Background: an optimization exercise with open tools, aiming at small area, a short achievable clock period and few clock cycles per item. Do not read the settings as production practice.
Only simulation tests tie the RTL to the original design; equivalence was not proved.

==> flow/design.v (excerpt) <==
module iir_df1_biquad_axis
#(
    parameter int unsigned coeff_width  = 16,
    parameter int unsigned inout_width  = 16,
    parameter int unsigned scale_factor = 14,
    parameter int          a1_int_coeff = -31880,
    parameter int          a2_int_coeff = 15531,
    parameter int          bo_int_coeff = 167,
    parameter int          b1_int_coeff = -302,
    parameter int          b2_int_coeff = 167
) (
    input  logic                          clk,
    input  logic                          rst,
    input  logic                          s_axis_tvalid,
    input  logic signed [inout_width-1:0] s_axis_tdata,
    output logic                          m_axis_tready,
    output logic signed [inout_width-1:0] m_axis_tdata,
    output logic                          m_axis_tvalid
);
    logic        v1_q, v2_q, v3_q;        
    logic [15:0] hx1_q, hx2_q;            
    logic [15:0] y1_q;                    
    logic [15:0] yb_q;                    
    logic signed [17:0] t_d, t_q;
    logic [31:0]  ga_d, ga_q;
    logic [31:10] gb_d, gb_q;
    logic         gc_d, gc_q;
    logic         c29;
    logic [2:0]   top0, top1;
  ...
Settings: LEC_CHECK=0, ABC_AREA=1, CAP_MARGIN=5, CORE_MARGIN=2, CORE_UTILIZATION=40, CTS_BUF_LIST=sky130_fd_sc_hd__clkbuf_8, SETUP_SLACK_MARGIN=3.0, SLEW_MARGIN=5, SYNTH_HIERARCHICAL=1, SYNTH_MINIMUM_KEEP_SIZE=0; clock period 7.0 ns.
run.sh (not shown) runs the stock make flow with config.mk's settings and CLKGATE_MAP_FILE= SYNTH_SCRIPT=/design/flow/synth_recipe.tcl, a recipe that flattens the netlist after the stock synthesis.
Testbench counts at the start, summed over its fixed seeds: cycles 24,024, items 24,000.
Edit:
CAP_MARGIN = 20   (was 5)
CTS_BUF_LIST = default   (was sky130_fd_sc_hd__clkbuf_8)
SETUP_SLACK_MARGIN = 3.2   (was 3.0)
SLEW_MARGIN = 20   (was 5)
What happened: The new run passed the timing, DRC and antenna checks. Maximum frequency is higher by 1.1%. Worst setup slack improves by 0.041 ns.
Edit:
CTS_BUF_LIST = sky130_fd_sc_hd__clkbuf_8   (was default)
SETUP_SLACK_MARGIN = 3.15   (was 3.2)
Critical path depth stays the same.
Utilization came out lower by 0.66 points.
Design area came out lower slightly.
Global-route usage hardly moves.
Area after synthesis does not change.
Sequential share of layout area goes up by 0.30 points.
Die area does not change.
Setup slack is worse by 0.039 ns.
Via count is higher slightly.
Final cell count stays the same.

Another version of the RTL of iir_df1_biquad_axis (not shown whole).
Size in the first run: roughly 1500 cells after synthesis, roughly 130 flip-flops, about 0.013 sq mm of cells after synthesis.
Design iir_df1_biquad_axis, start of the top module:
module iir_df1_biquad_axis
#(
    parameter int unsigned coeff_width  = 16,
    parameter int unsigned inout_width  = 16,
    parameter int unsigned scale_factor = 14,
    parameter int          a1_int_coeff = -31880,
    parameter int          a2_int_coeff = 15531,
    parameter int          bo_int_coeff = 167,
    parameter int          b1_int_coeff = -302,
    parameter int          b2_int_coeff = 167
) (
    input  logic                          clk,
    input  logic                          rst,
    input  logic                          s_axis_tvalid,
    input  logic signed [inout_width-1:0] s_axis_tdata,
    output logic                          m_axis_tready,
    output logic signed [inout_width-1:0] m_axis_tdata,
    output logic                          m_axis_tvalid
);
==> flow/config.mk <==
export PLATFORM = sky130hd
export DESIGN_NAME = iir_df1_biquad_axis
export DESIGN_NICKNAME = iir_df1_biquad_axis
export VERILOG_FILES = /design/flow/design.v
export SDC_FILE = /design/flow/constraint.sdc
export NUM_CORES = 4
export LEC_CHECK = 0
export ABC_AREA = 1
export CAP_MARGIN = 20
export CORE_MARGIN = 2
export CORE_UTILIZATION = 40
export SETUP_SLACK_MARGIN = 2.2
export SLEW_MARGIN = 20
==> flow/constraint.sdc <==
create_clock -name core_clock -period 7.0 [get_ports {clk}]
set_input_delay 1.4000 -clock core_clock [delete_from_list [all_inputs] [get_ports {clk}]]
set_output_delay 1.4000 -clock core_clock [all_outputs]
set_load 0.01 [all_outputs]
Testbench counts at the start, summed over its fixed seeds: cycles 24,024, items 24,000.
==> next run, changes <==
Settings changed: SETUP_SLACK_MARGIN 2.2 to 2.8.
Core utilization climbs by 0.95 points. Setup slack gets better by 290 ps. Worst hold slack hardly moves. Final cell count climbs by 0.56%.

Starting RTL as in the previous note.
clock: 7.0 ns
lec_check: 0
cap_margin: 20
core_margin: 2
core_utilization: 40
slew_margin: 20
Testbench counts at the start, summed over its fixed seeds: cycles 24,024, items 24,000.
Change:
- SETUP_SLACK_MARGIN: unset -> 2.8
What happened: Synthesized cell count stays the same. Die area stays the same. Wire length goes up by a few percent.
Change:
- ABC_AREA: unset -> 1
- CORE_UTILIZATION: 40 -> 60
- SETUP_SLACK_MARGIN: 2.8 -> 3.0
What happened: The changed run produced a clean layout; worst setup slack improved by 0.48 ns; fmax went up by 12%; utilization is higher by 23 points; sequential share of layout area shrinks by 0.43 points; register-to-register slack gets better by 0.48 ns; first-iteration DRC count increases by 33%; synthesized cell count is higher by 18%; via count rose by 11%.
Change:
- CORE_UTILIZATION: 60 -> 40
Result: The new run completed with no timing, DRC or antenna violations. Synthesized cell count is unchanged. Clock-buffer cell count goes down by 3. Cell count goes up by a few percent. Utilization goes down by 23 points. Sequential share of layout area is about the same.

## before
iir_df1_biquad_axis with an RTL version that a note above also has.
Size: ~1300 cells after synthesis, ~130 flip-flops, ~37 I/O pins.
Settings: LEC_CHECK=0, ABC_AREA=1, CAP_MARGIN=20, CORE_MARGIN=2, CORE_UTILIZATION=40, CTS_BUF_LIST=sky130_fd_sc_hd__clkbuf_8, SETUP_SLACK_MARGIN=3.0, SLEW_MARGIN=20, SYNTH_HIERARCHICAL=1, SYNTH_MINIMUM_KEEP_SIZE=0; clock period 7.0 ns.
The flow did not stop early for before: all stages ran, and the layout cleared the timing, DRC and antenna checks.
Testbench counts of before, summed over its fixed seeds: cycles 24,024, items 24,000.
Relative to before, the following input files were edited for after:
Settings: PLACE_DENSITY now 0.8, previously not set.
==> run notes <==
When after is set beside before, its non-clock buffer total of the final layout turns out to be about 5% smaller. Going from before to after, hold violation total from the final report essentially unchanged; final critical-path share of the clock period +1.3 points. Area added between synthesis and finish delta for after relative to before: 0.42 points higher. Diff before and after: routability congestion estimate from global placement lower in before. Any difference in number of cells on the worst reg-to-reg path between before and after is small enough to ignore. In the flow results for before and after, the arrival time at the worst endpoint is larger on after. after ends up with a via count that is about 5% higher than in before. Detailed-placement wirelength estimate (after over before): increase, about 1.4%.

iir_df1_biquad_axis again, from the RTL that the note above started with.
==> flow/design.v (excerpt) <==
module iir_df1_biquad_axis
#(
    parameter int unsigned coeff_width  = 16,
    parameter int unsigned inout_width  = 16,
    parameter int unsigned scale_factor = 14,
    parameter int          a1_int_coeff = -31880,
    parameter int          a2_int_coeff = 15531,
    parameter int          bo_int_coeff = 167,
    parameter int          b1_int_coeff = -302,
    parameter int          b2_int_coeff = 167
) (
    input  logic                          clk,
    input  logic                          rst,
    input  logic                          s_axis_tvalid,
    input  logic signed [inout_width-1:0] s_axis_tdata,
    output logic                          m_axis_tready,
    output logic signed [inout_width-1:0] m_axis_tdata,
    output logic                          m_axis_tvalid
);
clock: 7.0 ns
lec_check: 0
abc_area: 1
cap_margin: 20
core_margin: 2
core_utilization: 40
cts_buf_list: sky130_fd_sc_hd__clkbuf_8
setup_slack_margin: 3.35
slew_margin: 20
synth_hierarchical: 1
synth_minimum_keep_size: 0
Testbench counts at the start, summed over its fixed seeds: cycles 24,024, items 24,000.
Change:
==> flow/flow/run.sh (new file) <==
#!/bin/bash
# The standard layout (standard.sh: the ORFS flow, standard synthesis included), with
# one change: the buffers placed on the input and output ports are buf_2 cells instead of
# the delay buffers buffer_ports picks by default. Every port still gets its buffer.
set -euo pipefail
export BUFFER_PORTS_ARGS="-buffer_cell sky130_fd_sc_hd__buf_2"
bash standard.sh finish > standard_flow.log 2>&1
==> flow/standard.sh (new file) <==
#!/bin/bash
# synth_recipe.tcl (not shown) runs the flow's synth.tcl, then flattens the netlist and writes it again
# the make line also repeats each setting of config.mk as NAME=value (left out here)
make -C /OpenROAD-flow-scripts/flow DESIGN_CONFIG=/design/flow/config.mk WORK_HOME=/design/flow/orfs CLKGATE_MAP_FILE= SYNTH_SCRIPT=/design/flow/synth_recipe.tcl "${@:-finish}"
- SETUP_SLACK_MARGIN: 3.35 -> 3.0
removed: flow/run.sh
Result: Design area is lower by 4.4%. Fmax is lower by 0.98%. Routed wire length is lower by 3.8%. Non-clock buffer count is lower by 19. Die area is unchanged. Setup slack gets worse by 0.036 ns. Global-route usage is lower by 0.21 points. Sequential share of layout area is higher by 0.69 points. Utilization is lower by 2.0 points.
Change:
==> flow/run.sh (new file) <==
#!/bin/bash
# synth_recipe.tcl (not shown) runs the flow's synth.tcl, then flattens the netlist and writes it again
# the make line also repeats each setting of config.mk as NAME=value (left out here)
make -C /OpenROAD-flow-scripts/flow DESIGN_CONFIG=/design/flow/config.mk WORK_HOME=/design/flow/orfs CLKGATE_MAP_FILE= SYNTH_SCRIPT=/design/flow/synth_recipe.tcl finish
- CTS_BUF_LIST: sky130_fd_sc_hd__clkbuf_8 -> default
- SETUP_SLACK_MARGIN: 3.0 -> 3.4
removed: flow/flow/run.sh
removed: flow/standard.sh
Result: Global-route usage went up by 0.58 points; worst setup slack gets better by 0.12 ns; fmax increases by 3.3%; hold slack is about the same; die area is unchanged; non-clock buffer count came out higher by 13.
Change:
- CTS_BUF_LIST: default -> sky130_fd_sc_hd__clkbuf_8
- GPL_ROUTABILITY_DRIVEN: default -> 0
- SETUP_SLACK_MARGIN: 3.4 -> 3.0
Result: Sequential share of layout area is higher by 0.54 points. Non-clock buffer count is lower by 12. Setup slack loses 0.064 ns. First-iteration DRC count is higher by 7.0%.

## afterwards: timing with drivers on the ports
The flow's constraints put no driver on any port. The routed layouts listed below were extracted and timed again, unchanged, in two steps. Step 1 sets driving cells, clkbuf_16 on the clock port and buf_2 on the other inputs (assumed; they add their load-dependent delay and slew). Step 2, shift: input delay + t, output delay - t, t = (earliest + latest rising clock arrival at the registers) / 2. This alone moves slack from input paths to output paths. Three values: ideal, step 1, step 2; two values: the first two.
run | t (ns) | setup WS [ns] | latest minus earliest clock arrival (ns) | worst register clock-pin slew, ns | worst slew at a driven data input, ns
the first run of note 1 | 0.487 | 3.346 / 3.346 / 3.094 | 0.012 / 0.013 | 0.09 / 0.09 | 0.04
the second run of note 1 | 0.472 | 3.387 / 3.387 / 3.101 | 0.011 / 0.011 | 0.06 / 0.06 | 0.04
the third run of note 1 | 0.486 | 3.348 / 3.348 / 3.087 | 0.012 / 0.012 | 0.09 / 0.09 | 0.04
the first run of note 2 | 0.472 | 2.673 / 2.673 / 2.673 | 0.014 / 0.014 | 0.07 / 0.07 | 0.03
the second run of note 2 | 0.471 | 2.959 / 2.959 / 2.734 | 0.015 / 0.015 | 0.07 / 0.07 | 0.03
the first run of note 3 | 0.469 | 1.797 / 1.797 / 1.797 | 0.016 / 0.016 | 0.07 / 0.07 | 0.04
the second run of note 3 | 0.473 | 2.562 / 2.562 / 2.547 | 0.010 / 0.010 | 0.06 / 0.06 | 0.03
the third run of note 3 | 0.472 | 3.042 / 3.042 / 2.862 | 0.013 / 0.013 | 0.07 / 0.07 | 0.03
the fourth run of note 3 | 0.472 | 3.091 / 3.091 / 2.764 | 0.015 / 0.015 | 0.07 / 0.07 | 0.03
before | 0.487 | 3.346 / 3.346 / 3.094 | 0.012 / 0.013 | 0.09 / 0.09 | 0.04
after | 0.490 | 3.254 / 3.254 / 3.125 | 0.011 / 0.011 | 0.08 / 0.08 | 0.03
the first run of note 5 | 0.489 | 3.326 / 3.326 / 3.178 | 0.012 / 0.012 | 0.09 / 0.09 | 0.04
the second run of note 5 | 0.489 | 3.290 / 3.290 / 3.290 | 0.020 / 0.020 | 0.09 / 0.09 | 0.05
the third run of note 5 | 0.471 | 3.410 / 3.410 / 3.181 | 0.012 / 0.012 | 0.06 / 0.06 | 0.04
the fourth run of note 5 | 0.487 | 3.346 / 3.346 / 3.094 | 0.012 / 0.013 | 0.09 / 0.09 | 0.04
After both steps every run listed still meets setup and hold. The setup slack of the fourth run of note 3, which loses most, moves by 0.000 ns with the drivers and by -0.327 ns with both steps.
